This design comes from an exercise in tuning for small area and a short achievable clock period on the open sky130 flow, not from production work.
Only simulation tests tie the RTL to the original design; equivalence was not proved.
The clock input has no modelled driver; a real chip could not lean on it and would need a root buffer or a full tree.
Power figures rest on the tool's default switching activity, not on a simulated workload.

==> flow/design.v <==
package bbox_pkg;
    typedef logic signed [24-1:0] coord_t;
    typedef enum logic [3:0] {
        MSAA_1X  = 4'b1000,   
        MSAA_4X  = 4'b0100,   
        MSAA_16X = 4'b0010,   
        MSAA_64X = 4'b0001    
    } msaa_mode_e;
endpackage
module bbox_extent (
    input  logic [3*24-1:0] i_vert,      
    input  logic [24-1:0]           i_screen,
    input  logic [24-1:0]           i_mask,
    output logic [2:0]                        o_cmp,       
    output logic [2:0]                        o_lt,        
    output logic                              o_neg,       
    output logic                              o_pos        
);
    localparam int SF = 24;
    logic signed [SF-1:0] f0, f1, f2, s;
    logic                 pos0, pos1, pos2;   
    assign f0 = i_vert[0*SF +: SF] & i_mask;
    assign f1 = i_vert[1*SF +: SF] & i_mask;
    assign f2 = i_vert[2*SF +: SF] & i_mask;
    assign s  = i_screen;
    bbox_lt u_c01 (.i_a(f1), .i_b(f0), .o_lt(o_cmp[0]));
    bbox_lt u_c02 (.i_a(f2), .i_b(f0), .o_lt(o_cmp[1]));
    bbox_lt u_c12 (.i_a(f2), .i_b(f1), .o_lt(o_cmp[2]));
    bbox_lt u_l0 (.i_a(f0), .i_b(s), .o_lt(o_lt[0]));
    bbox_lt u_l1 (.i_a(f1), .i_b(s), .o_lt(o_lt[1]));
    bbox_lt u_l2 (.i_a(f2), .i_b(s), .o_lt(o_lt[2]));
    assign pos0 = !f0[SF-1] && |f0[SF-2:0];
    assign pos1 = !f1[SF-1] && |f1[SF-2:0];
    assign pos2 = !f2[SF-1] && |f2[SF-2:0];
    assign o_neg = f0[SF-1] || f1[SF-1] || f2[SF-1];
    assign o_pos = pos0 || pos1 || pos2;
endmodule
module bbox_lt (
    input  logic [24-1:0] i_a,
    input  logic [24-1:0] i_b,
    output logic                    o_lt       
);
    localparam int SF = 24;
    localparam int LV = 5;                  
    localparam int NP = 1 << LV;
    logic [NP-1:0] lt [LV+1];
    logic [NP-1:0] gt [LV+1];
    always_comb begin
        for (int l = 0; l <= LV; l++) begin
            lt[l] = '0;
            gt[l] = '0;
        end
        for (int i = 0; i < SF; i++) begin
            if (i == SF - 1) begin
                lt[0][i] = i_a[i] & ~i_b[i];
                gt[0][i] = ~i_a[i] & i_b[i];
            end else begin
                lt[0][i] = ~i_a[i] & i_b[i];
                gt[0][i] = i_a[i] & ~i_b[i];
            end
        end
        for (int l = 1; l <= LV; l++) begin
            for (int i = 0; i < (NP >> l); i++) begin
                lt[l][i] = lt[l-1][2*i+1] | (~gt[l-1][2*i+1] & lt[l-1][2*i]);
                gt[l][i] = gt[l-1][2*i+1] | (~lt[l-1][2*i+1] & gt[l-1][2*i]);
            end
        end
    end
    assign o_lt = lt[LV][0];
endmodule
module bbox_grid_clip (
    input  logic [3*24-1:0] i_vert,
    input  logic [24-1:0]           i_screen,
    input  logic [24-1:0]           i_mask,
    input  logic [2:0]                        i_cmp,       
    input  logic [2:0]                        i_lt,        
    input  logic                              i_neg,       
    input  logic                              i_pos,       
    output logic [24-1:0]           o_lo,
    output logic [24-1:0]           o_hi,
    output logic                              o_ok         
);
    localparam int SF = 24;
    logic       c01, c02, c12;
    logic [2:0] lo, hi;
    logic [2:0] lo_sel;                     
    logic [3:0] hi_sel;                     
    assign {c12, c02, c01} = i_cmp;
    assign lo[0] = !c01 && !c02;
    assign lo[1] =  c01 && !c12;
    assign lo[2] =  c02 &&  c12;
    assign hi[0] =  c01 &&  c02;
    assign hi[1] = !c01 &&  c12;
    assign hi[2] = !c02 && !c12;
    assign lo_sel = i_neg ? 3'b000 : lo;
    assign hi_sel = (i_lt == 3'b111) ? {1'b0, hi} : 4'b1000;
    assign o_ok = (i_lt != 3'b000) && !i_screen[SF-1] && |i_screen[SF-2:0] && i_pos;
    always_comb begin
        o_lo = '0;
        o_hi = i_screen & {SF{hi_sel[3]}};
        for (int v = 0; v < 3; v++) begin
            o_lo |= i_vert[v*SF +: SF] & i_mask & {SF{lo_sel[v]}};
            o_hi |= i_vert[v*SF +: SF] & i_mask & {SF{hi_sel[v]}};
        end
    end
endmodule
module bbox_pipe #(
    parameter int WIDTH = 1,
    parameter bit RESET = 1'b0
) (
    input  logic             clk,
    input  logic             i_rst,
    input  logic             i_halt,          
    input  logic [WIDTH-1:0] i_data,
    output logic [WIDTH-1:0] o_data
);
    if (RESET) begin : g_rst
        always_ff @(posedge clk) begin
            if (i_rst || !i_halt) o_data <= i_data & {WIDTH{!i_rst}};
        end
    end else begin : g_norst
        always_ff @(posedge clk) begin
            if (!i_halt) o_data <= i_data;
        end
    end
endmodule
module bbox (
    input  logic                              clk,
    input  logic                              i_rst,
    input  logic [3*24-1:0] i_vert_x,    
    input  logic [3*24-1:0] i_vert_y,
    input  logic                              i_valid,
    input  logic [24-1:0]           i_screen_w,
    input  logic [24-1:0]           i_screen_h,
    input  logic [3:0]                        i_msaa,        
    input  logic                              i_halt,
    output logic [3*24-1:0] o_vert_x,
    output logic [3*24-1:0] o_vert_y,
    output logic [24-1:0]           o_ll_x,
    output logic [24-1:0]           o_ll_y,
    output logic [24-1:0]           o_ur_x,
    output logic [24-1:0]           o_ur_y,
    output logic                              o_valid
);
    localparam int NV = 3;
    localparam int SF = 24;
    localparam int RX = 10;
    localparam int VW = NV * SF;
    logic [2:0]    keep_in;
    always_comb begin
        case (i_msaa)
            bbox_pkg::MSAA_4X:  keep_in = 3'b100;
            bbox_pkg::MSAA_16X: keep_in = 3'b110;
            bbox_pkg::MSAA_64X: keep_in = 3'b111;
            default:            keep_in = 3'b000;
        endcase
    end
    logic [VW-1:0] s1_vx, s1_vy;
    logic [SF-1:0] s1_sw, s1_sh;
    logic [2:0]    s1_keep;
    logic          s1_valid;
    bbox_pipe #(.WIDTH(2*VW + 2*SF + 3)) u_s1 (
        .clk(clk), .i_rst(i_rst), .i_halt(i_halt),
        .i_data({i_vert_x, i_vert_y, i_screen_w, i_screen_h, keep_in}),
        .o_data({s1_vx, s1_vy, s1_sw, s1_sh, s1_keep})
    );
    bbox_pipe #(.WIDTH(1), .RESET(1'b1)) u_s1v (
        .clk(clk), .i_rst(i_rst), .i_halt(i_halt), .i_data(i_valid), .o_data(s1_valid)
    );
    logic [SF-1:0] s1_mask;
    assign s1_mask = {{(SF-RX){1'b1}}, s1_keep, {(RX-3){1'b0}}};
    logic [2:0] cmp_x, cmp_y, lt_x, lt_y;
    logic       neg_x, neg_y, pos_x, pos_y;
    bbox_extent u_ext_x (
        .i_vert(s1_vx), .i_screen(s1_sw), .i_mask(s1_mask),
        .o_cmp(cmp_x), .o_lt(lt_x), .o_neg(neg_x), .o_pos(pos_x)
    );
    bbox_extent u_ext_y (
        .i_vert(s1_vy), .i_screen(s1_sh), .i_mask(s1_mask),
        .o_cmp(cmp_y), .o_lt(lt_y), .o_neg(neg_y), .o_pos(pos_y)
    );
    logic [VW-1:0] s2_vx, s2_vy;
    logic [SF-1:0] s2_sw, s2_sh;
    logic [2:0]    s2_keep;
    logic [2:0]    s2_cmp_x, s2_cmp_y, s2_lt_x, s2_lt_y;
    logic          s2_neg_x, s2_neg_y, s2_pos_x, s2_pos_y;
    logic          s2_valid;
    bbox_pipe #(.WIDTH(2*VW + 2*SF + 3 + 16)) u_s2 (
        .clk(clk), .i_rst(i_rst), .i_halt(i_halt),
        .i_data({s1_vx, s1_vy, s1_sw, s1_sh, s1_keep, cmp_x, cmp_y, lt_x, lt_y, neg_x, neg_y, pos_x, pos_y}),
        .o_data({s2_vx, s2_vy, s2_sw, s2_sh, s2_keep, s2_cmp_x, s2_cmp_y, s2_lt_x, s2_lt_y, s2_neg_x, s2_neg_y, s2_pos_x, s2_pos_y})
    );
    bbox_pipe #(.WIDTH(1), .RESET(1'b1)) u_s2v (
        .clk(clk), .i_rst(i_rst), .i_halt(i_halt),
        .i_data(s1_valid), .o_data(s2_valid)
    );
    logic [SF-1:0] s2_mask;
    assign s2_mask = {{(SF-RX){1'b1}}, s2_keep, {(RX-3){1'b0}}};
    logic [SF-1:0] ll_x, ll_y, ur_x, ur_y;
    logic          ok_x, ok_y;
    bbox_grid_clip u_clip_x (
        .i_vert(s2_vx), .i_screen(s2_sw), .i_mask(s2_mask),
        .i_cmp(s2_cmp_x), .i_lt(s2_lt_x), .i_neg(s2_neg_x), .i_pos(s2_pos_x),
        .o_lo(ll_x), .o_hi(ur_x), .o_ok(ok_x)
    );
    bbox_grid_clip u_clip_y (
        .i_vert(s2_vy), .i_screen(s2_sh), .i_mask(s2_mask),
        .i_cmp(s2_cmp_y), .i_lt(s2_lt_y), .i_neg(s2_neg_y), .i_pos(s2_pos_y),
        .o_lo(ll_y), .o_hi(ur_y), .o_ok(ok_y)
    );
    logic [SF-RX+1:0] s3_ll_x, s3_ll_y;
    bbox_pipe #(.WIDTH(2*VW + 2*SF + 2*(SF-RX+2))) u_s3 (
        .clk(clk), .i_rst(i_rst), .i_halt(i_halt),
        .i_data({s2_vx, s2_vy, ur_x, ur_y, ll_x[SF-2:RX-3], ll_y[SF-2:RX-3]}),
        .o_data({o_vert_x, o_vert_y, o_ur_x, o_ur_y, s3_ll_x, s3_ll_y})
    );
    bbox_pipe #(.WIDTH(1), .RESET(1'b1)) u_s3v (
        .clk(clk), .i_rst(i_rst), .i_halt(i_halt),
        .i_data(s2_valid && ok_x && ok_y), .o_data(o_valid)
    );
    assign o_ll_x = {1'b0, s3_ll_x, {(RX-3){1'b0}}};
    assign o_ll_y = {1'b0, s3_ll_y, {(RX-3){1'b0}}};
endmodule
clock: 8.0 ns
lec_check: 0
cap_margin: 0
core_margin: 2
core_utilization: 70
setup_slack_margin: 5
slew_margin: 0
standard.sh (not shown) runs the stock make flow with config.mk's settings and CLKGATE_MAP_FILE= SYNTH_SCRIPT=/design/flow/synth_recipe.tcl, a recipe that flattens the netlist after the stock synthesis.
==> flow/flow/run.sh <==
#!/bin/bash
# Standard ORFS layout with these changes to how it is built:
#  - single-strength port buffers instead of the default delay-buffer cell
#  - each vertex input pin placed beside the output pin it is delayed to
#  - clock tree with larger sink clusters and no dummy balancing loads,
#    then its upper levels replaced by four root buffers that the clock
#    port drives (flow/clock_roots.tcl), so every register's clock passes
#    two buffers instead of three
#  - timing repair aimed past the 5 ns margin cap
set -euo pipefail
export FLOW_FLOW_DIR="$PWD/flow"
export BUFFER_PORTS_ARGS="-buffer_cell sky130_fd_sc_hd__buf_1"
export CTS_ARGS="-sink_clustering_enable -repair_clock_nets -dont_use_dummy_load -sink_clustering_size 25 -sink_clustering_max_diameter 80"
export POST_CTS_TCL="$PWD/flow/post_cts.tcl"
groups=""
for a in x y; do
  for b in $(seq 0 71); do
    groups+=" -group_pins {i_vert_${a}[${b}] o_vert_${a}[${b}]}"
  done
done
export PLACE_PINS_ARGS="$groups"
bash standard.sh SETUP_SLACK_MARGIN=5.35 finish > flow_orfs.log 2>&1
Other scripts of this flow, unchanged in this note and not shown: flow/flow/clock_roots.tcl, flow/flow/post_cts.tcl
The starting point produced a clean layout.
Next try:
--- a/flow/flow/run.sh
+++ b/flow/flow/run.sh
@@ -2,5 +2,6 @@
 # Standard ORFS layout with these changes to how it is built:
 #  - single-strength port buffers instead of the default delay-buffer cell
-#  - each vertex input pin placed beside the output pin it is delayed to
+#  - the pins of each coordinate bit (the three vertices' input and output,
+#    the screen size input and the box corner outputs) placed together
 #  - clock tree with larger sink clusters and no dummy balancing loads,
 #    then its upper levels replaced by four root buffers that the clock
@@ -14,9 +15,15 @@
 export POST_CTS_TCL="$PWD/flow/post_cts.tcl"
 groups=""
-for a in x y; do
-  for b in $(seq 0 71); do
-    groups+=" -group_pins {i_vert_${a}[${b}] o_vert_${a}[${b}]}"
+for a in x:w y:h; do
+  ax=${a%:*}; sc=${a#*:}
+  for b in $(seq 0 23); do
+    g="i_screen_${sc}[${b}] o_ur_${ax}[${b}] o_ll_${ax}[${b}]"
+    for v in 0 1 2; do
+      k=$((24 * v + b))
+      g+=" i_vert_${ax}[${k}] o_vert_${ax}[${k}]"
+    done
+    groups+=" -group_pins {${g}}"
   done
 done
 export PLACE_PINS_ARGS="$groups"
-bash standard.sh SETUP_SLACK_MARGIN=5.35 finish > flow_orfs.log 2>&1
+bash standard.sh SETUP_SLACK_MARGIN=5.5 finish > flow_orfs.log 2>&1
- CAP_MARGIN: 0 -> 20
- SLEW_MARGIN: 0 -> 20
Outcome: The changed run ran to the end with no violations. Hold slack is worse by 0.012 ns. Worst setup slack is better by 0.0094 ns. Die area is unchanged. Power came out higher by about 0.9%. Via count came out higher by about 2.3%. Synthesized cell count is unchanged. Routed wire length came out higher by about 4%.
Next try:
==> flow/flow/run.sh (replaced) <==
#!/bin/bash
# Standard ORFS layout with these changes to how it is built:
#  - single-strength port buffers instead of the default delay-buffer cell
#  - each vertex input pin placed beside the output pin it is delayed to
#  - clock tree with larger sink clusters and no dummy balancing loads,
#    then its upper levels replaced by four root buffers that the clock
#    port drives (flow/clock_roots.tcl), so every register's clock passes
#    two buffers instead of three
#  - timing repair aimed past the 5 ns margin cap
set -euo pipefail
export FLOW_FLOW_DIR="$PWD/flow"
export BUFFER_PORTS_ARGS="-buffer_cell sky130_fd_sc_hd__buf_1"
export CTS_ARGS="-sink_clustering_enable -repair_clock_nets -dont_use_dummy_load -sink_clustering_size 25 -sink_clustering_max_diameter 80"
export POST_CTS_TCL="$PWD/flow/post_cts.tcl"
groups=""
for a in x y; do
  for b in $(seq 0 71); do
    groups+=" -group_pins {i_vert_${a}[${b}] o_vert_${a}[${b}]}"
  done
done
export PLACE_PINS_ARGS="$groups"
bash standard.sh SETUP_SLACK_MARGIN=5.35 finish > flow_orfs.log 2>&1
=>
- The new run produced a clean layout
- core utilization fell by 2.4 points
- synthesized area stays the same
- total power went down by 0.69%
- design area decreases by 2.9%
- via count goes down by 3.0%
- hold slack is better by 0.014 ns
- routed wire length drops by 3.7%
- clock skew came out higher by 0.020 ns

-- afterwards: timing with drivers on the ports --
The results above use ideal ports. As a check the final layouts listed here were re-extracted and re-timed, cells and wires unchanged. Step 1: set_driving_cell puts a clkbuf_16 on clk and a buf_2 on each other input, an assumption about the parent block. Step 2 moves the port delays by t, midway between the first and last clock arrival at a register: inputs arrive t later, outputs are due t later. That takes back most of the time a late clock gives input paths. Three values: ideal, step 1, step 2; two values: the first two.
| run | t, ns | slack for setup (ns) | clock arrival spread, ns | worst register clock-pin slew, ns |
|---|---|---|---|---|
| the first run | 0.470 | 5.339 / 5.224 / 4.933 | 0.069 / 0.068 | 0.11 / 0.11 |
| the second run | 0.477 | 5.349 / 5.229 / 5.137 | 0.059 / 0.059 | 0.12 / 0.12 |
| the third run | 0.464 | 5.340 / 5.231 / 4.972 | 0.056 / 0.057 | 0.11 / 0.11 |
After both steps setup and hold are still met in every run listed. The setup slack of the first run, which loses most, moves by -0.115 ns with the drivers and by -0.406 ns with both steps.
